Context: an optimization exercise on an open-source flow, tuned for small area, a short achievable clock period and few clock cycles per item. The choices shown serve that exercise and are no tape-out recipe. No run shown here included a check of the RTL's function; only the layout flow was run.

==> flow/design.v, too long to show whole: its modules and the start of the top module <==
// module keyframe_displacement_test_core: 1300 lines
module keyframe_displacement_test_core
(
  input  wire logic        clk_i,
  input  wire logic        rst_ni,
  input  wire logic        in_valid,
  output logic             in_stall,
  input  wire logic [16:0] ref_x_i,
  input  wire logic [16:0] ref_y_i,
  input  wire logic [16:0] cur_x_i,
  input  wire logic [16:0] cur_y_i,
  input  wire logic        valid_req_i,
  input  wire logic        has_reference_i,
  input  wire logic        last_i,
  output logic             out_valid,
  input  wire logic        out_stall,
  output logic             is_keyframe_o,
  output logic [12:0]      match_count_o,
  output logic [29:0]      distance_sum_o,
  input  wire logic        cfg_valid,
  output logic             cfg_ready,
  input  wire logic [1:0]  cfg_index_i,
  input  wire logic [15:0] cfg_data_i
);
  // ...
==> flow/flow/run.sh <==
#!/bin/bash
# The standard layout (standard.sh: ORFS from synthesis to the final
# layout, unchanged synthesis), with two settings changed through the
# environment:
#  - the port buffers that buffer_ports inserts on every input and output are
#    a plain buffer cell (buf_2) instead of the default choice;
#  - setup repair aims at 5.4 ns of slack on the 9 ns clock, so it keeps
#    improving paths down to about 3.6 ns.
# The make output goes to standard.log; ORFS keeps each step's own log under
# orfs/logs/.
export BUFFER_PORTS_ARGS="-buffer_cell sky130_fd_sc_hd__buf_2"
export SETUP_SLACK_MARGIN=5.4
bash standard.sh > standard.log 2>&1
==> flow/standard.sh <==
#!/bin/bash
# synth_recipe.tcl (not shown) runs the flow's synth.tcl, then flattens the netlist and writes it again
# the make line also repeats each setting of config.mk as NAME=value (left out here)
make -C /OpenROAD-flow-scripts/flow DESIGN_CONFIG=/design/flow/config.mk WORK_HOME=/design/flow/orfs CLKGATE_MAP_FILE= SYNTH_SCRIPT=/design/flow/synth_recipe.tcl "${@:-finish}"
==> flow/config.mk <==
export PLATFORM = sky130hd
export DESIGN_NAME = keyframe_displacement_test_core
export DESIGN_NICKNAME = keyframe_displacement_test_core
export VERILOG_FILES = /design/flow/design.v
export SDC_FILE = /design/flow/constraint.sdc
export NUM_CORES = 4
export LEC_CHECK = 0
export CAP_MARGIN = 20
export CORE_MARGIN = 2
export CORE_UTILIZATION = 60
export CTS_CLUSTER_DIAMETER = 100
export CTS_CLUSTER_SIZE = 30
export SLEW_MARGIN = 20
==> flow/constraint.sdc <==
create_clock -name core_clock -period 9.0 [get_ports {clk_i}]
set_input_delay 1.8000 -clock core_clock [delete_from_list [all_inputs] [get_ports {clk_i}]]
set_output_delay 1.8000 -clock core_clock [all_outputs]
set_load 0.01 [all_outputs]
==> run summary, run 1 <==
reg2reg setup slack 5.43 ns; commonest non-fill, non-tap cells in the layout dfxtp_1, nor2_1, inv_1; largest family of logic cells by synthesized area adder cells; Final setup viols 0; Clock Skew 0.0361 ns; Routed met3 length 4290 um; vias per inst 5.38; Mapped Nets 5672; Post-synth EDFFs 177; Area after DPL 55300 sq um; Max Cap Viol 0; Hold Crit Class register to register; family with the most delay on the worst path adder cells; first-pass GRT wire length 170000 um; DRC Markers 0; fraction of area in multi-input gates 46.8%; CTS root buffer clkbuf_16; FF-to-FF path depth 11; Setup crit end kind register; Core ar. 88100 sq um; wire length on met2 48600 um; max layer used met4; top cell type's share of synthesized area 30.8%; Synth warnings 2; xor/xnor share of the synthesized area 7.49%; initial antenna violation count 1; status finished clean; Area contributors post-synth dfxtp_1, edfxtp_1, fa_1; Final ANT Viol Nets 0; Via Count 33500; Final WS setup 5.43 ns; TritonCTS Sinks 1115; worst-path maximum fanout 7; comb_multi_in 3234; critical path's slowest cell fa_1; final std cells w/o fill 6239; Hold Violations, Final 0; RSZ-0062 raised after global routing yes; post-synthesis instance area 53200 sq um; Layout non-clock buf frac 2.45%; Hold Startpoint s7_hr; max-slew violation count 0
==> run 2, diff against run 1 <==
--- a/flow/design.v
+++ b/flow/design.v
@@ -46,36 +46,38 @@
       case (cfg_index_i)
         2'd0: min_matches_q <= cfg_data_i[12:0];
         2'd1: min_mean_q    <= cfg_data_i;
         2'd2: width_q       <= cfg_data_i[12:0];
         default: ;
       endcase
     end
   end
-  logic [12:0] wsh_q;        
-  always_ff @(posedge clk_i) begin
-    if (cfg_we_mw) wsh_q <= (cfg_index_i == 2'd2) ? cfg_data_i[12:0] : width_q;
-    else           wsh_q <= {wsh_q[11:0], 1'b0};
-  end
+  logic mul_first_q;
+  logic wbit;
+  assign wbit = width_q[mul_cnt_q];
   always_ff @(posedge clk_i or negedge rst_ni) begin
     if (!rst_ni) begin
-      mw_q       <= 29'd0;
-      mul_cnt_q  <= 4'd0;
-      mul_busy_q <= 1'b0;
+      mul_cnt_q   <= 4'd12;
+      mul_busy_q  <= 1'b1;
+      mul_first_q <= 1'b1;
     end else if (cfg_we_mw) begin
-      mw_q       <= 29'd0;
-      mul_cnt_q  <= 4'd12;
-      mul_busy_q <= 1'b1;
+      mul_cnt_q   <= 4'd12;
+      mul_busy_q  <= 1'b1;
+      mul_first_q <= 1'b1;
     end else if (mul_busy_q) begin
-      mw_q       <= {mw_q[27:0], 1'b0} + (wsh_q[12] ? {13'd0, min_mean_q} : 29'd0);
-      mul_cnt_q  <= mul_cnt_q - 4'd1;
-      mul_busy_q <= (mul_cnt_q != 4'd0);
+      mul_cnt_q   <= mul_cnt_q - 4'd1;
+      mul_busy_q  <= (mul_cnt_q != 4'd0);
+      mul_first_q <= 1'b0;
     end
   end
+  always_ff @(posedge clk_i) begin
+    if (mul_busy_q && !cfg_we_mw)
+      mw_q <= (mul_first_q ? 29'd0 : {mw_q[27:0], 1'b0}) + (wbit ? {13'd0, min_mean_q} : 29'd0);
+  end
   logic in_xfer;
   assign in_xfer = in_valid && !in_stall;
   logic [17:0] s0_dx, s0_dy;
   logic s0_vr, s0_hr, s0_la;
   always_ff @(posedge clk_i or negedge rst_ni) begin
     if (!rst_ni) begin
       s0_vr <= 1'b0;
       s0_la <= 1'b0;
@@ -90,23 +92,18 @@
   always_ff @(posedge clk_i) begin
     s0_dx <= {1'b0, ref_x_i} - {1'b0, cur_x_i};
     s0_dy <= {1'b0, ref_y_i} - {1'b0, cur_y_i};
   end
   logic [16:0] ax, ay;
   logic        cx_s, cy_s;
   assign cx_s = s0_dx[17];
   assign cy_s = s0_dy[17];
-  logic s0_ltx, s0_lty;
-  always_ff @(posedge clk_i) begin
-    s0_ltx <= ref_x_i < cur_x_i;
-    s0_lty <= ref_y_i < cur_y_i;
-  end
-  assign ax = s0_dx[16:0] ^ {{8{s0_ltx}}, {9{cx_s}}};
-  assign ay = s0_dy[16:0] ^ {{8{s0_lty}}, {9{cy_s}}};
+  assign ax = s0_dx[16:0] ^ {17{cx_s}};
+  assign ay = s0_dy[16:0] ^ {17{cy_s}};
   logic t_1, t_2, t_3, t_4, t_5, t_6, t_7, t_8, t_9, t_10, t_11, t_12, t_13, t_14, t_15, t_16, t_17, t_18, t_19, t_20, t_21, t_22, t_23, t_24, t_25, t_26, t_27, t_28, t_29, t_30, t_31, t_32, t_33, t_34, t_35, t_36, t_37, t_38, t_39, t_40, t_41, t_42, t_43, t_44, t_45, t_46, t_47, t_48, t_49, t_50, t_51, t_52, t_53, t_54, t_55, t_56, t_57, t_58, t_59, t_60, t_61, t_62, t_63, t_64, t_65, t_66, t_67, t_68, t_69, t_70, t_71, t_72, t_73, t_74, t_75, t_76, t_77, t_78, t_79, t_80, t_81, t_82, t_83, t_84, t_85, t_86, t_87, t_88, t_89, t_90, t_91, t_92, t_93, t_94, t_95, t_96, t_97, t_98, t_99, t_100, t_101, t_102, t_103, t_104, t_105, t_106, t_107, t_108, t_109, t_110, t_111, t_112, t_113, t_114, t_115, t_116, t_117, t_118, t_119, t_120, t_121, t_122, t_123, t_124, t_125, t_126, t_127, t_128, t_129, t_130, t_131, t_132, t_133, t_134, t_135, t_136, t_137, t_138, t_139, t_140, t_141, t_142, t_143, t_144, t_145, t_146, t_147, t_148, t_149, t_150, t_151, t_152, t_153, t_154, t_155, t_156, t_157, t_158, t_159, t_160, t_161, t_162, t_163, t_164, t_165, t_166, t_167, t_168, t_169, t_170, t_171, t_172, t_173, t_174, t_175, t_176, t_177, t_178, t_179, t_180, t_181, t_182, t_183, t_184, t_185, t_186, t_187, t_188, t_189, t_190, t_191, t_192, t_193, t_194, t_195, t_196, t_197, t_198, t_199, t_200, t_201, t_202, t_203, t_204, t_205, t_206, t_207, t_208, t_209, t_210, t_211, t_212, t_213, t_214, t_215, t_216, t_217, t_218, t_219, t_220, t_221, t_222, t_223, t_224, t_225, t_226, t_227, t_228, t_229, t_230, t_231, t_232, t_233, t_234, t_235, t_236, t_237, t_238, t_239, t_240, t_241, t_242, t_243, t_244, t_245, t_246, t_247, t_248, t_249, t_250, t_251, t_252, t_253, t_254, t_255, t_256, t_257, t_258, t_259, t_260, t_261, t_262, t_263, t_264, t_265, t_266, t_267, t_268, t_269, t_270, t_271, t_272, t_273, t_274, t_275, t_276, t_277, t_278, t_279, t_280, t_281, t_282, t_283, t_284, t_285, t_286, t_287, t_288, t_289, t_290, t_291, t_292, t_293, t_294, t_295, t_296, t_297, t_298, t_299, t_300, t_301, t_302, t_303, t_304, t_305, t_306, t_307, t_308, t_309, t_310, t_311, t_312, t_313, t_314, t_315, t_316, t_317, t_318, t_319, t_320, t_321, t_322, t_323, t_324, t_325, t_326, t_327, t_328, t_329, t_330, t_331, t_332, t_333, t_334, t_335, t_336, t_337, t_338, t_339, t_340, t_341, t_342, t_343, t_344, t_345, t_346, t_347, t_348, t_349, t_350, t_351, t_352, t_353, t_354, t_355, t_356, t_357, t_358, t_359, t_360, t_361, t_362, t_363, t_364, t_365, t_366, t_367, t_368, t_369, t_370, t_371, t_372, t_373, t_374, t_375, t_376, t_377, t_378, t_379, t_380, t_381, t_382, t_383, t_384, t_385, t_386, t_387, t_388, t_389, t_390, t_391, t_392, t_393, t_394, t_395, t_396, t_397, t_398, t_399, t_400, t_401, t_402, t_403, t_404, t_405, t_406, t_407, t_408, t_409, t_410, t_411, t_412, t_413, t_414, t_415, t_416, t_417, t_418, t_419, t_420, t_421, t_422, t_423, t_424, t_425, t_426, t_427, t_428, t_429, t_430, t_431, t_432, t_433, t_434, t_435, t_436, t_437, t_438, t_439, t_440, t_441, t_442, t_443, t_444, t_445, t_446, t_447, t_448, t_449, t_450, t_451, t_452, t_453, t_454, t_455, t_456, t_457, t_458, t_459, t_460, t_461, t_462, t_463, t_464, t_465, t_466, t_467, t_468, t_469, t_470, t_471, t_472, t_473, t_474, t_475, t_476, t_477, t_478, t_479, t_480, t_481, t_482, t_483, t_484, t_485, t_486, t_487, t_488, t_489, t_490, t_491, t_492, t_493, t_494, t_495, t_496, t_497, t_498, t_499, t_500, t_501, t_502, t_503, t_504, t_505, t_506, t_507, t_508, t_509, t_510, t_511, t_512, t_513, t_514, t_515, t_516, t_517, t_518, t_519, t_520, t_521, t_522, t_523, t_524, t_525, t_526, t_527, t_528, t_529, t_530, t_531, t_532, t_533, t_534, t_535, t_536, t_537, t_538, t_539, t_540, t_541, t_542, t_543, t_544, t_545, t_546, t_547, t_548, t_549, t_550, t_551, t_552, t_553, t_554, t_555, t_556, t_557, t_558, t_559, t_560, t_561, t_562, t_563, t_564, t_565, t_566, t_567, t_568, t_569, t_570, t_571, t_572, t_573, t_574, t_575, t_576, t_577, t_578, t_579, t_580, t_581, t_582, t_583, t_584, t_585, t_586, t_587, t_588, t_589, t_590, t_591, t_592, t_593, t_594, t_595, t_596, t_597, t_598, t_599, t_600, t_601, t_602, t_603, t_604, t_605, t_606, t_607, t_608, t_609, t_610, t_611, t_612, t_613, t_614;
   assign t_1 = (ax[0] & ax[15]) ^ (ax[1] & ax[14]);
   assign t_2 = (ax[0] & ax[15]) & (ax[1] & ax[14]);
   assign t_3 = (ax[0] & ax[9]) ^ (ax[1] & ax[8]);
   assign t_4 = (ax[0] & ax[9]) & (ax[1] & ax[8]);
   assign t_5 = (ax[0] & ax[11]) ^ (ax[1] & ax[10]) ^ (ax[2] & ax[9]);
   assign t_6 = ((ax[0] & ax[11]) & (ax[1] & ax[10])) | ((ax[0] & ax[11]) & (ax[2] & ax[9])) | ((ax[1] & ax[10]) & (ax[2] & ax[9]));
   assign t_7 = (ax[3] & ax[8]) ^ (ax[4] & ax[7]);
==> flow/config.mk (replaced) <==
export PLATFORM = sky130hd
export DESIGN_NAME = keyframe_displacement_test_core
export DESIGN_NICKNAME = keyframe_displacement_test_core
export VERILOG_FILES = /design/flow/design.v
export SDC_FILE = /design/flow/constraint.sdc
export NUM_CORES = 4
export LEC_CHECK = 0
export CAP_MARGIN = 20
export CORE_MARGIN = 2
export CORE_UTILIZATION = 60
export CTS_CLUSTER_DIAMETER = 70
export CTS_CLUSTER_SIZE = 30
export SLEW_MARGIN = 20
==> run 2 against run 1 <==
  * Critical path depth grew 5
  * Via count fell by 4.7%
  * Core utilization increased by 2.3 points
  * Global-route usage is 0.82 points lower
  * Hold slack got worse by 0.0052 ns
  * Non-clock buffer count rose by 15
  * Register-to-register slack lost 0.21 ns
  * Critical endpoint is now mw_q[25]
  * Critical path type unchanged
  * Maximum frequency down 5.6%
==> run summary, run 2 <==
status finished clean (unchanged); ys async rst share 8.36% (was 10.8%); Core ar. 85400 sq um (was 88100 sq um); biggest regs s1_m: 131 flops, acc_t_q: 41 flops, s2_rad: 35 flops (unchanged); I/O Buffers 139 (unchanged); CP Class register to register (unchanged); vias per inst 5.27 (was 5.38); Initial Util 60.8% (was 60.4%); post-synthesis instance area 51900 sq um (was 53200 sq um); critical path's slowest cell mux4_2 (was fa_1); Die Width 298 um (was 302 um); total negative slack 0 ns (unchanged); max_slew headroom 36.4% (was 33.8%); Area contributors post-synth dfxtp_1, edfxtp_1, fa_1 (unchanged); Worst EP arrival 4.18 ns (was 4.07 ns); initial antenna violation count 1 (unchanged); Clock Tree Buf Depth 3 (unchanged); Via Count 32000 (was 33500); Layout fillers 6703 (was 7105); worst-path maximum fanout 7 (unchanged); Synth area leader dfxtp_1 (unchanged); CTS root buffer clkbuf_16 (unchanged); final WL 99000 um (was 105000 um); chip height 298 um (was 302 um); TritonCTS Sinks 1101 (was 1115); Post-synth top cells dfxtp_1, nor2_1, inv_1 (unchanged); Hold Violations, Final 0 (unchanged); CP startpoint kind register (unchanged); nets@finish 5639 (was 5794); global route overflow 0 (unchanged); number of antenna diodes 0 (unchanged); post-synthesis register bit count 1101 (was 1115); vias in the first global route 31900 (was 32800); Avg Cell Area, Syn 11.0 sq um (was 10.8 sq um); Cell Rows 107 (was 109); most numerous cell in the Yosys netlist dfxtp_1 (unchanged); # hold bufs at CTS 0 (unchanged); Final ANT Viol Nets 0 (unchanged); DIE AREA 88900 sq um (was 91100 sq um); dominant synthesized flop cell dfxtp_1 (unchanged); Worst setup startpoint mul_cnt_q[0] (was s1_m[70]); Synth warnings 2 (unchanged); CTS HTree Levels 2 (unchanged); largest net degree at the start of global routing 75 (was 76); post-synth cell types 85 (was 90); most common cell after layout, fill and taps aside dfxtp_1 (unchanged); CP cell instances buf_12 > mux4_2 > mux2i_2 > o21ai_4 > and2_4 > buf_6 > fa_2 > a21o_1 > a21oi_4 > o21ai_4 > a31oi_4 > a21oi_4 > a41oi_4 > nor2b_1 > xnor2_1 > nor2_1 (was fa_1 > fa_1 > ha_1 > nand3_1 > nor2_2 > o2111ai_2 > nand4_1 > nand3_1 > o21ai_2 > mux2i_1 > o2111ai_1); first-pass GRT wire length 162000 um (was 170000 um); DRC Markers 0 (unchanged); Clock Latency Late Sink 0.66 ns (was 0.64 ns); Final setup viols 0 (unchanged); fmax 264 MHz (was 280 MHz); Syn-to-layout area delta 11.0% (was 7.94%); Min-Delay Path Depth 0 (unchanged); post-synthesis cell count 4729 (was 4929); drt wl/cell 16.3 um (was 16.8 um); sequential-to-total area share from yosys stat 47.3% (was 46.4%); share of layout cells above drive strength 1 13.5% (was 10.4%); Hold Crit Class register to register (unchanged); Worst-Margin Slew 0.948 ns (was 0.986 ns); commonest non-fill, non-tap cells in the layout dfxtp_1, nor2_1, inv_1 (unchanged); CP max stage delay 0.50 ns (was 0.56 ns); CTS tree built (unchanged); Max Cap Viol 0 (unchanged); routability-driven placement congestion ratio 0.844 (was 0.879); top cell type's share of synthesized area 31.0% (was 30.8%); max-slew violation count 0 (unchanged); RSZ-0062 raised after global routing yes (unchanged); Hold Startpoint s3_rad[16] (was s7_hr); Largest Register s1_m (unchanged); All-Layer GR Usage 22.2% (was 23.0%); dpl hpwl 71900 um (was 77700 um); FF-to-FF path depth 16 (was 11); drt first pass iters 5 (unchanged); initial drt markers 1591 (was 2024); IO Count 141 (unchanged); Crit Reg-Reg Startpoint mul_cnt_q[0] (was s1_m[70]); Post-synth EDFFs 206 (was 177); Setup crit end kind register (unchanged); minimum clock period 3.79 ns (was 3.57 ns); Largest register FFs 131 (unchanged); Worst EP required 9.40 ns (was 9.49 ns); Clock Skew 0.0253 ns (was 0.0361 ns); clock transition at the registers of the reported paths 0.11 ns (about the same); Mapped Nets 5488 (was 5672); Tcrit/Tclk final 42.1% (was 39.7%); CTS Buf Count 54 (was 45)
[run 2: worst paths after layout]
check                               end  slack, ns
hold reg to reg              s4_rad[16]       0.32
max in group asynchronous  mul_cnt_q[0]       6.81
hold / removal               s4_rad[16]       0.32
min in group asynchronous       pf_q[1]       1.07
setup / recovery               mw_q[25]       5.21
setup reg to reg               mw_q[25]       5.21
[run 2: final cells by class]
cell class                      instances  area, sq um  share of cell area (%)
Clock buffer                           62         1450                    2.52
Timing Repair Buffer                  234         1590                    2.76
Tap cell                             1144         1430                    2.48
Multi-Input combinational cell       3035        26300                    45.6
Sequential cell                      1101        24600                    42.7
Clock inverter                         36          561                   0.973
Inverter                              454         1710                    2.97
[run 2: through the flow]
step / utilization [%] / std cells / cell area, sq um / setup slack, ns / hold WS (ns)
floorplan: - / 4729 / 52100 / 5.33 / 0.310
global placement: 63.1 / 5900 / 53900 / 4.79 / 0.310
detailed placement: 63.1 / 5900 / 53900 / 4.71 / 0.312
CTS: 66.7 / 6031 / 57000 / 5.19 / 0.318
global route: 67.5 / 6066 / 57600 / 5.04 / 0.330
finish: 67.5 / 6066 / 57600 / 5.21 / 0.322
[run 2: what timing repair did]
| action | 4_1_cts | 5_1_grt |
|---|---|---|
| gates resized for setup | 143 | 73 |
| hold endpoints to repair | 0 | 0 |
| pin swaps | 68 | 61 |
| cloned | 2 | 1 |
| setup endpoints to repair | 107 | 71 |
| buffers inserted | 31 | 34 |
[run 2: worst max-delay path, delay by kind of cell, from the launching register on]
| kind | cells | cell delay, ns |
|---|---|---|
| compound gates | 7 | 1.30 |
| xor+xnor | 1 | 0.14 |
| fa+ha+maj | 1 | 0.38 |
| buf+inv | 2 | 0.23 |
| flops | 1 | 0.44 |
| mux | 2 | 0.72 |
| simple gates | 3 | 0.32 |
[run 2: layer usage]
metal | wire [um] | part of all wire [%] | vias up | global-route usage [%]
li1 | - | - | 15900 | -
met1 | 46200 | 47 | 15400 | 30.5
met2 | 46400 | 47 | 525 | 36.9
met3 | 4000 | 4.0 | 124 | 3.14
met4 | 2430 | 2.5 | 0 | 6.13
met5 | 0 | 0 | - | 0
[run 2: logic make-up (layout without fill, tap and decap cells)]
logic type / Yosys count / count (layout) / synth area share (%)
AOI/OAI and AO/OA: 726 / 726 / 8.63
xor gates and xnor gates: 461 / 461 / 7.78
adders and majority gates: 665 / 665 / 19.8
buffers and inverters: 593 / 786 / 4.31
DFF: 1101 / 1101 / 47.3
muxes: 92 / 92 / 2.05
other: 1 / 1 / 0.00722
and+or+nand+nor: 1090 / 1090 / 10.1
==> run 3, diff against run 2 <==
--- a/flow/config.mk
+++ b/flow/config.mk
@@ -10,4 +10,4 @@
 export CORE_UTILIZATION = 60
-export CTS_CLUSTER_DIAMETER = 70
-export CTS_CLUSTER_SIZE = 30
+export CTS_CLUSTER_DIAMETER = 100
+export CTS_CLUSTER_SIZE = 25
 export SLEW_MARGIN = 20
==> run 3 against run 2 <==
  * Design area is 1.3% lower
  * Cell count is 0.51% lower
  * Register-to-register slack better by 0.02 ns
  * Clock skew is 0.0045 ns lower
  * Maximum frequency is 0.44% higher
  * Flip-flop and latch count stayed put
  * Non-clock buffer count is 8 lower
  * Critical path type unchanged
==> run summary, run 3 <==
Clock Skew 0.0207 ns (was 0.0253 ns); CTS root buffer clkbuf_16 (unchanged); Final ANT Viol Nets 0 (unchanged); IO Count 141 (unchanged); ys async rst share 8.36% (unchanged); biggest regs s1_m: 131 flops, acc_t_q: 41 flops, s2_rad: 35 flops (unchanged); most numerous cell in the Yosys netlist dfxtp_1 (unchanged); DIE AREA 88900 sq um (unchanged); Setup crit end kind register (unchanged); Crit Reg-Reg Startpoint mul_cnt_q[0] (unchanged); chip height 298 um (unchanged); RSZ-0062 raised after global routing yes (unchanged); Avg Cell Area, Syn 11.0 sq um (unchanged); Final WS setup 5.23 ns (was 5.21 ns); Area after DPL 53900 sq um (unchanged); minimum clock period 3.77 ns (was 3.79 ns); Core ar. 85400 sq um (unchanged); I/O Buffers 139 (unchanged); Die Width 298 um (unchanged); Worst EP required 9.41 ns (was 9.40 ns); Routed met3 length 4030 um (was 4000 um); post-synthesis instance area 51900 sq um (unchanged); post-route cell area 56900 sq um (was 57600 sq um); CTS HTree Levels 2 (unchanged); global route overflow 0 (unchanged); sequential-to-total area share from yosys stat 47.3% (unchanged); Hold Violations, Final 0 (unchanged); Layout fillers 6777 (was 6703); Via Count 31900 (was 32000); clock transition at the registers of the reported paths 0.11 ns (about the same); dpl hpwl 71900 um (unchanged); drt wl/cell 16.3 um (about the same); Post-synth top cells dfxtp_1, nor2_1, inv_1 (unchanged); critical path's slowest cell mux4_2 (unchanged); Storage cell area 24600 sq um (about the same); Hold Crit Class register to register (unchanged); Cell Rows 107 (unchanged); nets@finish 5627 (was 5639); number of antenna diodes 0 (unchanged); Largest Register s1_m (unchanged); first-pass GRT wire length 162000 um (about the same); fmax 265 MHz (was 264 MHz); Tcrit/Tclk final 41.9% (was 42.1%); CTS Buf Count 50 (was 54); family with the most delay on the worst path compound AO/OA/AOI/OAI gates (unchanged); CP Class register to register (unchanged); WHS 0.324 ns (was 0.322 ns); dominant synthesized flop cell dfxtp_1 (unchanged); share of layout cells above drive strength 1 12.6% (was 13.5%); total negative slack 0 ns (unchanged); Mapped Nets 5488 (unchanged); Max Cap Viol 0 (unchanged); Worst EP arrival 4.18 ns (about the same); top cell type's share of synthesized area 31.0% (unchanged); Clock Latency Late Sink 0.66 ns (about the same); max_slew headroom 36.6% (was 36.4%); most used cell, CP o21ai_4; post-synth cell types 85 (unchanged); DP Worst Slack 4.71 ns (unchanged); Final setup viols 0 (unchanged); Worst setup startpoint mul_cnt_q[0] (unchanged); TritonCTS Sinks 1101 (unchanged); All-Layer GR Usage 22.2% (about the same); status finished clean (unchanged); largest net degree at the start of global routing 75 (unchanged); Post-synth EDFFs 206 (unchanged); post-synthesis register bit count 1101 (unchanged); Metal-1 WL 46200 um (about the same); vias in the first global route 31700 (was 31900); CP cell instances buf_12 > mux4_2 > mux2i_4 > o21ai_4 > and2_4 > ha_4 > a21o_1 > a21oi_4 > o21bai_4 > a2111oi_4 > o31ai_4 > o21ai_4 > buf_6 > nor3_1 > xnor2_1 > nor2_1 (was buf_12 > mux4_2 > mux2i_2 > o21ai_4 > and2_4 > buf_6 > fa_2 > a21o_1 > a21oi_4 > o21ai_4 > a31oi_4 > a21oi_4 > a41oi_4 > nor2b_1 > xnor2_1 > nor2_1); Clock Tree Buf Depth 3 (unchanged); Area contributors post-synth dfxtp_1, edfxtp_1, fa_1 (unchanged); Worst-Margin Slew 0.951 ns (was 0.948 ns); post-synthesis cell count 4729 (unchanged); max-slew violation count 0 (unchanged); wire length on met2 46100 um (was 46400 um); vias per inst 5.29 (was 5.27); max layer used met4 (unchanged); commonest non-fill, non-tap cells in the layout dfxtp_1, nor2_1, inv_1 (unchanged); Synth area leader dfxtp_1 (unchanged); final WL 98600 um (was 99000 um); Hold Startpoint s6_rad[15] (was s3_rad[16]); CP max stage delay 0.52 ns (was 0.50 ns); routability-driven placement congestion ratio 0.844 (unchanged); final core utilization 66.6% (was 67.5%); most common cell after layout, fill and taps aside dfxtp_1 (unchanged); Synth warnings 2 (unchanged); initial antenna violation count 0 (was 1); worst-path maximum fanout 6 (was 7); Largest register FFs 131 (unchanged); Syn-to-layout area delta 9.51% (was 11.0%); multi-input logic area 26200 sq um (was 26300 sq um); DRC Markers 0 (unchanged); CP startpoint kind register (unchanged); initial drt markers 1728 (was 1591); CTS tree built (unchanged); WP buf/inv 2 (unchanged); # hold bufs at CTS 0 (unchanged); drt first pass iters 5 (unchanged); Initial Util 60.8% (unchanged)
[run 3: cell counts after synthesis]
No cell type changed its count.
[run 3: stage by stage]
stage	instances
6_report	6035
3_3_place_gp	5900
2_1_floorplan	4729
4_1_cts	6001
5_1_grt	6035
3_5_place_dp	5900
[run 3: layout make-up]
class	count	area share (%)
repair buffers	226	2.59
inverters	454	3.01
well taps	1144	2.52
clock inverters	6	0.194
clock buffers	69	2.34
flip-flops and latches	1101	43.2
multi-input cells	3035	46.1
[run 3: cells by family (layout without fill, tap and decap cells)]
group / Yosys count / count (layout) / share of synthesized area [%]
other cells: 1 / 1 / 0.00722
xor+xnor: 461 / 461 / 7.78
flops: 1101 / 1101 / 47.3
buf+inv: 593 / 755 / 4.31
fa+ha+maj: 665 / 665 / 19.8
simple gates: 1090 / 1090 / 10.1
mux: 92 / 92 / 2.05
compound gates: 726 / 726 / 8.63
[run 3: worst paths after layout]
kind	end	slack, ns	cells after the start
setup / recovery	mw_q[24]	5.23	16
hold / removal	s7_rad[15]	0.32	0
setup reg to reg	mw_q[24]	5.23	16
hold reg to reg	s7_rad[15]	0.32	0
max in group asynchronous	mul_cnt_q[0]	6.79	2
min in group asynchronous	out_v_q	1.07	1
[run 3: what timing repair did]
action	in CTS	in global routing
gates resized for setup	116	85
setup endpoints to repair	105	82
pin swaps	53	60
cloned	0	1
setup buffers	26	33
[run 3: worst reg2reg max path, cell delays in order, from the launching register on]
cell	delay (ns)
dfrtp_2	0.42
buf_12	0.12
mux4_2	0.52
mux2i_4	0.18
o21ai_4	0.11
and2_4	0.17
ha_4	0.23
a21o_1	0.21
a21oi_4	0.18
o21bai_4	0.10
a2111oi_4	0.40
o31ai_4	0.12
o21ai_4	0.32
buf_6	0.17
nor3_1	0.05
xnor2_1	0.17
nor2_1	0.05
[run 3: metal layers]
metal / track usage [%] / up-vias
met5: 0 / -
met4: 5.38 / 0
met3: 2.86 / 120
met2: 37.0 / 545
met1: 30.7 / 15400
li1: - / 15900

==> afterwards: timing with drivers on the ports <==
The results above use ideal ports. As a check the final layouts listed here were re-extracted and re-timed, cells and wires unchanged.
Step 1 assumes that a clkbuf_16 drives the clock port and a buf_2 every other input.
Step 2 adds t to the input delays and takes it off the output delays; t is the mean of the earliest and latest rising clock arrival at the registers after step 1. Input paths then give back, and output paths get back, about the clock's delay inside the block.
Slacks: ideal ports / drivers / drivers and shift; pairs: ideal ports / drivers.
run	t (ns)	slack for setup (ns)	hold slack, ns	latest minus earliest clock arrival (ns)	cell pins on the clock port's net
run 1	0.694	5.428 / 5.428 / 4.814	0.327 / 0.327 / 0.327	0.046 / 0.046	1
run 2	0.712	5.214 / 5.214 / 4.888	0.322 / 0.322 / 0.322	0.033 / 0.033	1
run 3	0.717	5.231 / 5.231 / 4.878	0.324 / 0.324 / 0.324	0.028 / 0.028	1
After both steps setup and hold are still met in every run listed. The setup slack of run 1, which loses most, moves by 0.000 ns with the drivers and by -0.614 ns with both steps.
